What follows belongs to an exercise in optimizing a design on an open flow for small area, a short achievable clock period and few clock cycles per item; a production flow would make more cautious choices. Only simulation tests tie the RTL to the original design; equivalence was not proved. Power is estimated from default activity; no workload was simulated.

<file path="run.sh">
#!/bin/bash
# synth_recipe.tcl (not shown) runs the flow's synth.tcl, then flattens the netlist and writes it again
# the make line also repeats each setting of config.mk as NAME=value (left out here)
make -C /OpenROAD-flow-scripts/flow DESIGN_CONFIG=/design/flow/config.mk WORK_HOME=/design/flow/orfs CLKGATE_MAP_FILE= SYNTH_SCRIPT=/design/flow/synth_recipe.tcl finish
</file>
<file path="config.mk">
export PLATFORM = sky130hd
export DESIGN_NAME = instr_fetch_unit
export DESIGN_NICKNAME = instr_fetch_unit
export VERILOG_FILES = /design/flow/design.v
export SDC_FILE = /design/flow/constraint.sdc
export NUM_CORES = 4
export LEC_CHECK = 0
export CAP_MARGIN = 20
export CORE_MARGIN = 2
export CORE_UTILIZATION = 40
export SLEW_MARGIN = 20
</file>
<file path="constraint.sdc">
create_clock -name core_clock -period 5.5 [get_ports {clk}]
set_input_delay 1.1000 -clock core_clock [delete_from_list [all_inputs] [get_ports {clk}]]
set_output_delay 1.1000 -clock core_clock [all_outputs]
set_load 0.01 [all_outputs]
</file>
<file path="design.v">
package instr_fetch_unit_pkg;
  localparam logic [5:0] OP_RTYPE = 6'd0;
  localparam logic [5:0] OP_J     = 6'd2;
  localparam logic [5:0] OP_BEQ   = 6'd4;
  localparam logic [5:0] OP_BNE   = 6'd5;
  localparam logic [5:0] OP_LW    = 6'd35;
  localparam logic [5:0] OP_SW    = 6'd43;
  localparam logic [31:0] HALT_WORD = 32'hFFFF_FFFF;
  typedef enum logic [2:0] {
    ST_IDLE  = 3'd0,
    ST_FETCH = 3'd1,
    ST_ISSUE = 3'd2,
    ST_WAIT  = 3'd3,
    ST_HALT  = 3'd4
  } fetch_state_t;
endpackage
module next_pc_logic
(
  input  logic [31:0] pc,
  input  logic [31:0] instrword,
  input  logic        aluzero,
  output logic [31:0] next_pc
);
  logic [31:0] pc4;
  logic [31:0] br_off;
  logic [5:0]  opcode;
  assign pc4    = pc + 32'd4;
  assign opcode = instrword[31:26];
  assign br_off = {{14{instrword[15]}}, instrword[15:0], 2'b00};
  always_comb begin
    next_pc = pc4;
    case (opcode)
      instr_fetch_unit_pkg::OP_BEQ:  if (aluzero)  next_pc = pc4 + br_off;
      instr_fetch_unit_pkg::OP_BNE:  if (!aluzero) next_pc = pc4 + br_off;
      instr_fetch_unit_pkg::OP_J:    next_pc = {pc4[31:28], instrword[25:0], 2'b00};
      default: next_pc = pc4;
    endcase
  end
endmodule
module instr_fetch_unit
#(
  parameter int          IMEM_DEPTH   = 128,
  parameter logic [31:0] RESET_PC     = 32'h0000_0000,
  parameter int          WAIT_TIMEOUT = 16
) (
  input  logic                  clk,
  input  logic                  rst,
  input  logic                  run,
  input  logic                  imem_we,
  input  logic [6:0]            imem_waddr,
  input  logic [31:0]           imem_wdata,
  output logic [31:0]           instrword,
  output logic                  newinstr,
  input  logic                  instrdone,
  input  logic                  aluzero,
  output logic [31:0]           pc,
  output logic                  halted,
  output logic                  fault
);
  localparam int CW = $clog2(WAIT_TIMEOUT + 1);
  logic [31:0] imem [IMEM_DEPTH];
  instr_fetch_unit_pkg::fetch_state_t state_q, state_d;
  logic [31:0]  pc_q, pc_d;
  logic [31:0]  instrword_q, instrword_d;
  logic         newinstr_q, newinstr_d;
  logic         halted_q, halted_d;
  logic         fault_q, fault_d;
  logic [CW-1:0] wait_cnt_q, wait_cnt_d;
  logic [31:0]  next_pc;
  next_pc_logic u_next_pc (
    .pc        (pc_q),
    .instrword (instrword_q),
    .aluzero   (aluzero),
    .next_pc   (next_pc)
  );
  always_ff @(posedge clk) begin
    if (imem_we) imem[imem_waddr] <= imem_wdata;
  end
  always_comb begin
    state_d     = state_q;
    pc_d        = pc_q;
    instrword_d = instrword_q;
    newinstr_d  = 1'b0;
    halted_d    = halted_q;
    fault_d     = fault_q;
    wait_cnt_d  = wait_cnt_q;
    case (state_q)
      instr_fetch_unit_pkg::ST_IDLE: begin
        if (run) state_d = instr_fetch_unit_pkg::ST_FETCH;
      end
      instr_fetch_unit_pkg::ST_FETCH: begin
        if (|pc_q[31:9]) begin
          halted_d = 1'b1;
          fault_d  = 1'b1;
          state_d  = instr_fetch_unit_pkg::ST_HALT;
        end else begin
          instrword_d = imem[pc_q[8:2]];
          newinstr_d  = 1'b1;
          state_d     = instr_fetch_unit_pkg::ST_ISSUE;
        end
      end
      instr_fetch_unit_pkg::ST_ISSUE: begin
        wait_cnt_d = '0;
        state_d    = instr_fetch_unit_pkg::ST_WAIT;
      end
      instr_fetch_unit_pkg::ST_WAIT: begin
        if (instrdone) begin
          if (instrword_q == instr_fetch_unit_pkg::HALT_WORD) begin
            halted_d = 1'b1;
            state_d  = instr_fetch_unit_pkg::ST_HALT;
          end else begin
            pc_d    = next_pc;
            state_d = run ? instr_fetch_unit_pkg::ST_FETCH : instr_fetch_unit_pkg::ST_IDLE;
          end
        end else if (wait_cnt_q == CW'(WAIT_TIMEOUT - 1)) begin
          halted_d = 1'b1;
          fault_d  = 1'b1;
          state_d  = instr_fetch_unit_pkg::ST_HALT;
        end else begin
          wait_cnt_d = wait_cnt_q + CW'(1);
        end
      end
      instr_fetch_unit_pkg::ST_HALT: state_d = instr_fetch_unit_pkg::ST_HALT;
      default: state_d = instr_fetch_unit_pkg::ST_IDLE;
    endcase
  end
  always_ff @(posedge clk) begin
    if (rst) begin
      state_q     <= instr_fetch_unit_pkg::ST_IDLE;
      pc_q        <= RESET_PC;
      instrword_q <= '0;
      newinstr_q  <= 1'b0;
      halted_q    <= 1'b0;
      fault_q     <= 1'b0;
      wait_cnt_q  <= '0;
    end else begin
      state_q     <= state_d;
      pc_q        <= pc_d;
      instrword_q <= instrword_d;
      newinstr_q  <= newinstr_d;
      halted_q    <= halted_d;
      fault_q     <= fault_d;
      wait_cnt_q  <= wait_cnt_d;
    end
  end
  assign instrword     = instrword_q;
  assign newinstr      = newinstr_q;
  assign pc            = pc_q;
  assign halted        = halted_q;
  assign fault         = fault_q;
endmodule
</file>
==> summary.txt <==
## per-layer routing
layer	wire (um)	up-vias	share of wire
met5	20	-	0.000045
met2	221000	3675	0.49
li1	-	30164	-
met1	172000	42457	0.38
met3	36400	623	0.081
met4	19100	2	0.043
## worst paths after layout
kind / to / slack [ps] / cells after the start / start
min reg2reg: halted_q / 500 / 2 / halted_q
min: halted_q / 500 / 2 / halted_q
max: pc_q[31] / 840 / 13 / pc_q[4]
max reg2reg: pc_q[31] / 840 / 13 / pc_q[4]
## worst max-delay path, cell delays in order (launching register included)
cell and delay [ps]:
dfxtp_4 780, nand2_1 200, nor4_2 630, nand4_1 190, xnor2_1 320, ha_1 320, nand4_1 150, nor2_1 70
a221oi_1 610, a2111oi_0 240, nor3_1 490, o21ai_0 180, a211oi_1 240, o21ai_1 100
## area by class of cell
cell class              instances  area, um2
multi-input cells            2198      36000
repair buffers                436       4080
flip-flops and latches       4169     124000
diodes                         14       35.0
clock buffers                 523      10700
inverters                      13       48.8
fillers                     32725     218000
clock inverters               212       2080
well taps                    5287       6620
## report_power, final
part	switching [mW]	internal, mW	leakage, nW	total [mW]
registers	0.144	35.0	37.4	35.2
clock network	11.7	15.5	6.25	27.2
logic	1.39	0.543	10.8	1.93
## state kept, by name (all words and copies together), names as in the netlist
name,cells
fault_q,1
state_q,3
wait_cnt_q,5
instrword_q,32
halted_q,1
newinstr_q,1
pc_q,30
imem,4096
## cell usage in the layout, fill, tap and decap left out, types with 14 or more instances in the layout
cell type,n
nor3_1,23
clkbuf_1,108
xnor2_1,30
nand2_1,58
clkbuf_16,411
mux4_2,1312
dfxtp_1,67
diode_2,14
bufinv_16,36
a211oi_1,79
nor2_4,120
xor2_1,19
o21bai_1,36
a221oi_1,21
nor2b_1,75
clkinv_1,74
clkdlybuf4s50_1,76
o21ai_0,28
buf_12,40
buf_4,311
ha_1,37
nand3_1,25
clkinv_2,68
a21oi_1,36
nor2_1,102
edfxtp_1,4096
nand4_1,25
nor4_1,41
## through the flow
| step | setup slack, ps | utilization | power [mW] | cells |
|---|---|---|---|---|
| after floorplan | 1160 | - | 36.5 | 6743 |
| after global routing | 515 | 0.458 | 66.0 | 12842 |
| after CTS | 896 | 0.458 | 64.8 | 12834 |
| after global placement | 848 | 0.426 | 37.7 | 12093 |
| final | 841 | 0.458 | 64.3 | 12852 |
| after detailed placement | 912 | 0.426 | 37.8 | 12099 |
## cell families (layout without fill, tap and decap cells)
family / after synthesis / after routing / share of synthesized area
DFF: 4169 / 4169 / 0.773
muxes: 1316 / 1316 / 0.184
and+or+nand+nor: 540 / 540 / 0.0164
buffers and inverters: 376 / 1184 / 0.0101
AOI/OAI and AO/OA: 253 / 253 / 0.0112
xor gates and xnor gates: 49 / 49 / 0.00266
adders and majority gates: 38 / 38 / 0.00300
other: 1 / 16 / 0.0000233
==> metrics.md <==
| Metric | Value |
|---|---|
| Status | `timing/DRC/antenna clean` |
| Final worst path period need | `4660 ps` |
| Number of instances in the synthesized netlist | `6742` |
| Asr flop ratio synth | `0` |
| Full die area | `0.408 mm2` |
| Ratio of cells with drive above 1 in the final layout | `0.316` |
| Capturing element type of the critical path | `flop` |
| Bufs on Longest Clock Path | `4` |
| Count of hold buffers inserted by post-cts repair | `0` |
| Number of design-rule violations left by the first detailed-router iteration | `10520` |
| Worst Max-Slew Pin Slew | `1190 ps` |
| Overflow after GRT | `0` |
| Sum of negative setup slack | `0 ps` |
| Number of input and output port buffers inserted | `109` |
| Final hold vios | `0` |
| Synthesized area | `0.161 mm2` |
| Post-route ant nets | `0` |
| Synth area leader | `edfxtp_1` |
| CTS tree | `yes` |
| Dominant cells by area after synthesis | `edfxtp_1, mux4_2, dfxtp_1` |
| Core region area | `0.402 mm2` |
| DIE WIDTH | `639 um` |
| Launching element type of the critical path | `flop` |
| Routability congestion estimate from global placement | `0.930` |
| Std-Cell Rows | `233` |
| Design Area, Final | `roughly 0.18 mm2` |
| Worst max-slew margin expressed relative to the limit | `0.201` |
| Vertical die dimension | `between 600 and 700 um` |
| Max H-tree Level | `5` |
| Global-route usage over all layers | `0.218` |
| Max-slew violations | `0` |
| RSZ-0062 raised after global routing | `no` |
| Clock transition at the registers of the reported paths | `60 ps` |
| Number of different library cells in the post-synthesis netlist | `61` |
| TritonCTS Buffers | `406` |
| GR met1 Demand/Resource | `0.295` |
| Hold/Removal Path Class | `flop to flop` |
| NumNets Final | `7307` |
| Initial standard-cell utilization of the core | `0.401` |
| Count of instances resized after the clock tree is built | `0` |
| Top fanout value on the critical path | `26` |
| Syn_area_per_cell | `23.9 um2` |
| DRT Wirelength | `around 450000 um` |
| Clock sink count | `4169` |
| Final Skew | `about 88 ps` |
| Detailed Place HPWL | `256000 um` |
| Worst-Skew Late Latency | `a little over 900 ps` |
| Global Route met2 Usage | `0.359` |
| Static Leak | `54.5 nW` |
| Area share of the largest cell type after synthesis | `0.764` |
| Post-CTS setup-driven buffer insertion count | `0` |
| Max frequency | `215 MHz` |
| Synth-to-layout area growth | `14.3%` |
| Clock Tree Root | `clkbuf_16` |
| Number of antenna violations at the first check in global routing | `44` |
| Critical path type | `flop to flop` |
| Number of register bits inferred by synthesis | `4169` |
| Max-Cap Viols | `0` |
| Share of the clock period used by the worst path | `0.847` |
| WL per Instance | `34.9 um` |
| Data arrival at the endpoint of the critical path | `5440 ps` |
| Vias per cell | `5.99` |
| Total of endpoints with negative setup slack in the final report | `0` |
| Ys flop type | `edfxtp_1` |
| Iteration count of the initial detailed-routing pass | `8` |
| Via count of the first global-routing pass | `77085` |
| Total number of yosys warnings | `2` |
| List of most frequent post-synthesis cells | `edfxtp_1, mux4_2, nor2_1` |
| Most frequently used cell type in the post-synthesis netlist | `edfxtp_1` |
| Met3 track demand over resource | `0.0309` |
| IR Drop Worst-Case VDD | `between 0.2 and 0.3 mV` |
| Largest net degree at the start of global routing | `~130` |
| Tightest hold margin | `502 ps` |
| Worst path required time | `6280 ps` |
| Total DRC errors in the routed layout | `0` |
| Placed inst area | `0.171 mm2` |
| Number of enable flip-flop cells after synthesis | `4096` |
| Boundary pin count | `112` |
| Share of synthesized area occupied by flip-flops and latches | `0.773` |
| First-pass GRT wire length | `620000 um` |
| Total number of vias | `76921` |
| Most used routing layer in global routing | `met2` |
| PD cells | `349 mW/mm2` |
Testbench counts, summed over its fixed seeds: cycles 59,671, items 12,000.

-- afterwards: timing with drivers on the ports --
How much do the figures lean on ideal ports? The routed layout below was timed once more, with nothing changed but the port constraints.
Step 1 assumes that a clkbuf_16 drives the clock port and a buf_2 every other input.
Step 2, shift: input delay + t, output delay - t, t = (earliest + latest rising clock arrival at the registers) / 2. This alone moves slack from input paths to output paths.
a / b / c = ideal / step 1 / step 2; a / b = the first two.
shift t [ns]: 0.998
setup WS [ns]: 0.841 / 0.841 / 0.841
hold WS [ns]: 0.502 / 0.502 / 0.502
worst setup path at the end: register to register
After both steps setup and hold are still met in this run. For this run, drivers alone change the setup slack by 0.000 ns; drivers and shift together by 0.000 ns.
